What follows belongs to an exercise in optimizing a design on an open flow for a short achievable clock period and few clock cycles per item; a production flow would make more cautious choices. Function not checked in this run: the RTL went through the layout flow alone. No activity file was given, so power comes from the tool's default toggle rates.

`run.sh`:
```
#!/bin/bash
# synth_recipe.tcl (not shown) runs the flow's synth.tcl, then flattens the netlist and writes it again
# the make line also repeats each setting of config.mk as NAME=value (left out here)
make -C /OpenROAD-flow-scripts/flow DESIGN_CONFIG=/design/flow/config.mk WORK_HOME=/design/flow/orfs CLKGATE_MAP_FILE= SYNTH_SCRIPT=/design/flow/synth_recipe.tcl finish
```
`config.mk`:
```
export PLATFORM = sky130hd
export DESIGN_NAME = gpio_bus_slave
export DESIGN_NICKNAME = gpio_bus_slave
export VERILOG_FILES = /design/flow/design.v
export SDC_FILE = /design/flow/constraint.sdc
export NUM_CORES = 4
export LEC_CHECK = 0
export ABC_CLOCK_PERIOD_IN_PS = 1400
export CAP_MARGIN = 20
export CORE_MARGIN = 2
export CORE_UTILIZATION = 40
export SETUP_SLACK_MARGIN = 2.6
export SLEW_MARGIN = 20
```
`constraint.sdc`:
```
create_clock -name core_clock -period 4.0 [get_ports {BUS}]
set_input_delay 0.8000 -clock core_clock [delete_from_list [all_inputs] [get_ports {BUS}]]
set_output_delay 0.8000 -clock core_clock [all_outputs]
set_load 0.01 [all_outputs]
```
`design.v`:
```
package gpio_bus_pkg;
	localparam int ADDR_W        = 32;
	localparam int DATA_W        = 32;
	localparam int BYTE_OFFSET_W = 2;                    
	typedef logic [ADDR_W-1:0] addr_t;                   
	typedef logic [DATA_W-1:0] data_t;                   
	localparam int WORD_COUNT = 8;                       
	typedef logic [$clog2(WORD_COUNT)-1:0] word_index_t;
	typedef logic [WORD_COUNT*DATA_W-1:0]  gpio_vec_t;   
	localparam addr_t GPO_BASE = 32'h0100_0000;          
	localparam addr_t GPI_BASE = 32'h0100_0020;          
	localparam addr_t BANK_BYTES = addr_t'(WORD_COUNT * (DATA_W / 8));
	typedef enum logic [1:0] {
		REGION_GPO,
		REGION_GPI,
		REGION_NONE                                      
	} region_t;
	typedef logic [1:0] wait_count_t;
	localparam wait_count_t WRITE_WAIT = 2'd2;
	localparam wait_count_t READ_WAIT  = 2'd3;
endpackage
module gpio_addr_decode (
	input  gpio_bus_pkg::addr_t       addr,
	output logic                      in_gpo,
	output logic                      in_gpi,
	output gpio_bus_pkg::word_index_t word_index
);
	logic base_hit;                                      
	assign base_hit   = (addr[31:6] == gpio_bus_pkg::GPO_BASE[31:6]) && (addr[1:0] == 2'b00);
	assign in_gpo     = base_hit && !addr[5];
	assign in_gpi     = base_hit &&  addr[5];
	assign word_index = addr[4:2];
endmodule
module bus_wait_timer (
	input  logic BUS,
	input  logic reset,
	input  logic valid,
	output logic ready,
	output logic accept
);
	assign accept = valid && !ready;
	always_ff @(posedge BUS) begin
		if (reset) begin
			ready <= 1'b0;
		end
		else begin
			ready <= accept;
		end
	end
endmodule
module gpo_register_bank (
	input  logic                                  BUS,
	input  logic                                  reset,
	input  logic                                  accept,
	input  logic                                  rnw,
	input  logic                                  in_gpo,
	input  gpio_bus_pkg::word_index_t             word_index,
	input  gpio_bus_pkg::data_t                   write_data,
	output gpio_bus_pkg::gpio_vec_t               gp_op,
	output logic [gpio_bus_pkg::WORD_COUNT-1:0]   gp_op_valid
);
	logic write_hit;
	assign write_hit = accept && !rnw && in_gpo;
	always_ff @(posedge BUS) begin
		if (reset) begin
			gp_op       <= '0;
			gp_op_valid <= '0;
		end
		else begin
			gp_op_valid <= '0;
			if (write_hit) begin
				gp_op[word_index*gpio_bus_pkg::DATA_W +: gpio_bus_pkg::DATA_W] <= write_data;
				gp_op_valid[word_index]            <= 1'b1;
			end
		end
	end
endmodule
module bus_response_regs (
	input  logic                      BUS,
	input  logic                      reset,
	input  logic                      accept,
	input  logic                      rnw,
	input  logic                      in_gpo,
	input  logic                      in_gpi,
	input  logic [3:0]                read_index,        
	input  gpio_bus_pkg::gpio_vec_t   gp_op,
	input  gpio_bus_pkg::gpio_vec_t   gp_ip,
	output gpio_bus_pkg::data_t       read_data,
	output logic                      error
);
	logic [2*gpio_bus_pkg::WORD_COUNT*gpio_bus_pkg::DATA_W-1:0] all_words;
	logic read_ok;
	gpio_bus_pkg::data_t read_sel;
	assign all_words = {gp_ip, gp_op};
	assign read_ok   = rnw && (in_gpo || in_gpi);
	assign read_sel  = all_words[read_index*gpio_bus_pkg::DATA_W +: gpio_bus_pkg::DATA_W];
	always_ff @(posedge BUS) begin
		if (reset) begin
			read_data <= '0;
			error     <= 1'b0;
		end
		else if (accept) begin
			error <= rnw ? !(in_gpo || in_gpi) : !in_gpo;
			if (read_ok) begin
				read_data <= read_sel;
			end
		end
	end
endmodule
module gpio_bus_slave (
	input  logic                                BUS,
	input  logic                                reset,
	input  logic                                valid,
	input  logic                                rnw,
	input  gpio_bus_pkg::addr_t                 addr,
	input  gpio_bus_pkg::data_t                 write_data,
	input  gpio_bus_pkg::gpio_vec_t             gp_ip,
	output logic                                ready,
	output logic                                error,
	output gpio_bus_pkg::data_t                 read_data,
	output gpio_bus_pkg::gpio_vec_t             gp_op,
	output logic [gpio_bus_pkg::WORD_COUNT-1:0] gp_op_valid
);
	logic                      in_gpo;
	logic                      in_gpi;
	gpio_bus_pkg::word_index_t word_index;
	logic                      accept;               
	gpio_addr_decode u_decode (
		.addr       (addr),
		.in_gpo     (in_gpo),
		.in_gpi     (in_gpi),
		.word_index (word_index)
	);
	bus_wait_timer u_timer (
		.BUS    (BUS),
		.reset  (reset),
		.valid  (valid),
		.ready  (ready),
		.accept (accept)
	);
	gpo_register_bank u_gpo (
		.BUS         (BUS),
		.reset       (reset),
		.accept      (accept),
		.rnw         (rnw),
		.in_gpo      (in_gpo),
		.word_index  (word_index),
		.write_data  (write_data),
		.gp_op       (gp_op),
		.gp_op_valid (gp_op_valid)
	);
	bus_response_regs u_resp (
		.BUS        (BUS),
		.reset      (reset),
		.accept     (accept),
		.rnw        (rnw),
		.in_gpo     (in_gpo),
		.in_gpi     (in_gpi),
		.read_index ({addr[5], word_index}),
		.gp_op      (gp_op),
		.gp_ip      (gp_ip),
		.read_data  (read_data),
		.error      (error)
	);
endmodule
```
==> reports/metrics.yaml <==
finalMaxSlewViolations: 0
clock_path_buffers: 3
grt_antenna_before_repair: 15
outcome: "finished clean"
holdBufCountCts: 0
clock_latency_ns: 0.56
grt_pass1_wl_um: 135500
cts_tree: "yes"
rrSetupSlack_ns: 1.88
end_kind: "flip-flop"
synth_area_mm2: 0.01394
die_w_um: 190.7
async_flop_share_pct: 0
min_from: "u_resp.read_data[30]"
finalPower_mw: 7.680
cts.sinks: 298
drtAntennaViolNets: 0
r2r-start: "u_timer.ready"
dp_hpwl_um: 49620
final_cell_mix: "buf_6 (362), buf_4 (314), clkdlybuf4s50_1 (288)"
slew_headroom_pct: 33.06
numCtsBuffers: 34
cp.required_ns: 4.43
worst_slew_pin_slew_ns: 1.004
worstPathArrival_ns: 3.35
ys_seq_area_share_pct: 42.80
ioPinCount: 622
setup_viol: 0
rsz0062_at_grt: "yes"
overflow: 0
htree_num_levels: 2
synthCells: 1193
first_pass_iters: 9
path_max_fanout: 10
cellPowerDensity_mw_per_mm2: 246.6
finalNonFillerCells: 2694
startpoint: "addr[2]"
ys_types: 39
grt_pass1_vias: 19059
synth_ff_type: "dfxtp_1"
use_met2_pct: 79.92
area_delta_synth_final_pct: 123.5
fp.dieArea_mm2: 0.03636
path_clk_slew_ns: 0.07
fp.coreArea_mm2: 0.03446
via_per_inst: 7.513
cts_root_buf: "clkbuf_16"
drive_above_1_share_pct: 74.53
ys_seq_elements: 298
leakage_nw: 12.24
crit_type: "primary input to flip-flop"
synth_area_leader_cell: "dfxtp_1"
avgSynthCellArea_um2: 11.68
grtUsageTotal_pct: 52.16
layout_commonest_cell: "buf_6"
die_height_um: 190.7
start_util_pct: 40.45
place_inst: 2186
worst_setup_path_start_kind: "primary input"
netlist.area_leader.share_pct: 42.80
num_vias: 20241
routed_wl_um: 116200
vdd_drop_max_v: 0.0002809
path_buf_inv: 5
fin_tns_setup_ns: 0
grt_max_degree: 72
synthTopCellsByArea: "dfxtp_1 (43%), mux4_2 (21%), a22o_1 (4.0%)"
cpPeakStageDelay_ns: 0.52
routedWlPerCell_um: 43.14
cap_violations: 0
hold_class: "flip-flop to flip-flop"
drt_iter0_markers: 3061
synth_edf_count: 0
yosys_warnings: 3
syn_nets: 1525
hold_viol: 0
finalCriticalPeriod_ns: 2.924
met1_usage_pct: 54.07
slowest_stage: "o311ai_2"
busiest_layer: "met2"
cp_cell_sequence: "buf_16, inv_8, ha_4, ha_4, buf_6, nand4b_1, buf_6, buf_12, o311ai_2, o21ai_2"
finClkSkew_ns: 0.03471
fin_util_pct: 90.40
num_rows: 68
finalWeightedCongestion: 0.8969
cp_top_family: "buffers and inverters"
nets: 2534
io_buffer_count: 621
fmax_ghz: 0.3420
grt_use_met3_pct: 21.48
fin_crit_sh_pct: 73.09
drcViolationCount: 0
per-stage QoR:
| stage | setup slack [ns] | hold WS (ns) | cell area (µm²) |
|---|---|---|---|
| floorplan | 1.140 | 0.4982 | 14440 |
| global placement | 0.6348 | 0.4626 | 20930 |
| detailed placement | 0.5495 | 0.4672 | 20960 |
| CTS | 1.840 | 0.4793 | 28710 |
| global route | 1.196 | 0.5017 | 31140 |
| finish | 1.076 | 0.4850 | 31150 |
cell families after synthesis:
group,count (synthesis),synth area share (%)
AO/OA/AOI/OAI,424,24.57
flip-flops,298,42.80
buffers and inverters,208,6.157
multiplexers,128,20.68
AND/OR/NAND/NOR,127,5.080
adder cells (fa/ha/maj),8,0.7181
what timing repair did:
action / in CTS / in global routing
resized for setup: 2489 / 285
gates cloned: 57 / 7
setup endpoints to repair: 596 / 596
setup buffers: 310 / 61
pin swaps: 151 / 130
registers in the layout, summed over array words and instances, names as in the netlist:
name / flops
u_timer.ready: 1
u_gpo.gp_op: 256
u_gpo.gp_op_valid: 8
u_resp.read_data: 32
u_resp.error: 1
worst reg2reg max path, delay by kind of cell, from the launching register on:
| kind | cells | cell delay [ns] |
|---|---|---|
| compound gates | 2 | 0.69 |
| buf+inv | 4 | 0.72 |
| flops | 1 | 0.33 |
| simple gates | 2 | 0.27 |
layout make-up:
cell class / count / area (µm²)
well taps: 455 / 569.3
diodes: 13 / 32.53
clock inverters: 10 / 102.6
fillers: 1212 / 3308
multi-input cells: 690 / 10320
inverters: 70 / 277.8
repair buffers: 1108 / 12320
clock buffers: 50 / 980.9
flip-flops and latches: 298 / 6546
report_power, final:
group | switching, mW | leakage [nW] | internal (mW)
sequential | 0.00139 | 2.58 | 2.91
combinational | 0.775 | 9.14 | 0.756
clock | 1.46 | 0.527 | 1.78
synth_stat cells, types with 5 or more instances:
cell type  number
a22o_1         64
a22oi_1        64
a32o_1         32
and3_1          5
buf_2          38
clkbuf_1       94
dfxtp_1       298
ha_1            8
inv_1          70
mux4_2        128
nand2_1        66
nand4_1         7
nor2_1          9
nor3_1          6
o21ai_0        22
o21ai_1        43
o2bb2ai_1      64
o311ai_0       64
o32ai_1        64
path summary, 6_finish.rpt:
kind / endpoint / depth (start not counted)
max reg2reg: u_gpo.gp_op[163] / 8
min reg2reg: u_resp.read_data[30] / 1
min: u_resp.read_data[30] / 1
max: u_gpo.gp_op[163] / 10
layer usage:
metal / up-vias / wire length, µm
li1: 6964 / -
met1: 9397 / 32580
met2: 2624 / 46690
met3: 1236 / 20230
met4: 20 / 16330
met5: - / 392

re-timing with driven ports:
Ports are ideal in the flow. The routed layout listed here was re-timed in OpenROAD. Step 1: set_driving_cell puts a clkbuf_16 on BUS and a buf_2 on each other input, an assumption about the parent block. Step 2, shift: input delay + t, output delay - t, t = (earliest + latest rising clock arrival at the registers) / 2. This alone moves slack from input paths to output paths. a / b / c = ideal ports / drivers / drivers and shift; a / b = the first two.
t (ns): 0.595
setup slack, ns: 1.076 / 0.922 / 0.327
slew at the worst register clock pin (ns): 0.07 / 0.07
pins driven straight from the clock port: 1
After both steps this run still meets setup and hold. The setup slack of this run moves by -0.154 ns with the drivers and by -0.749 ns with both steps.
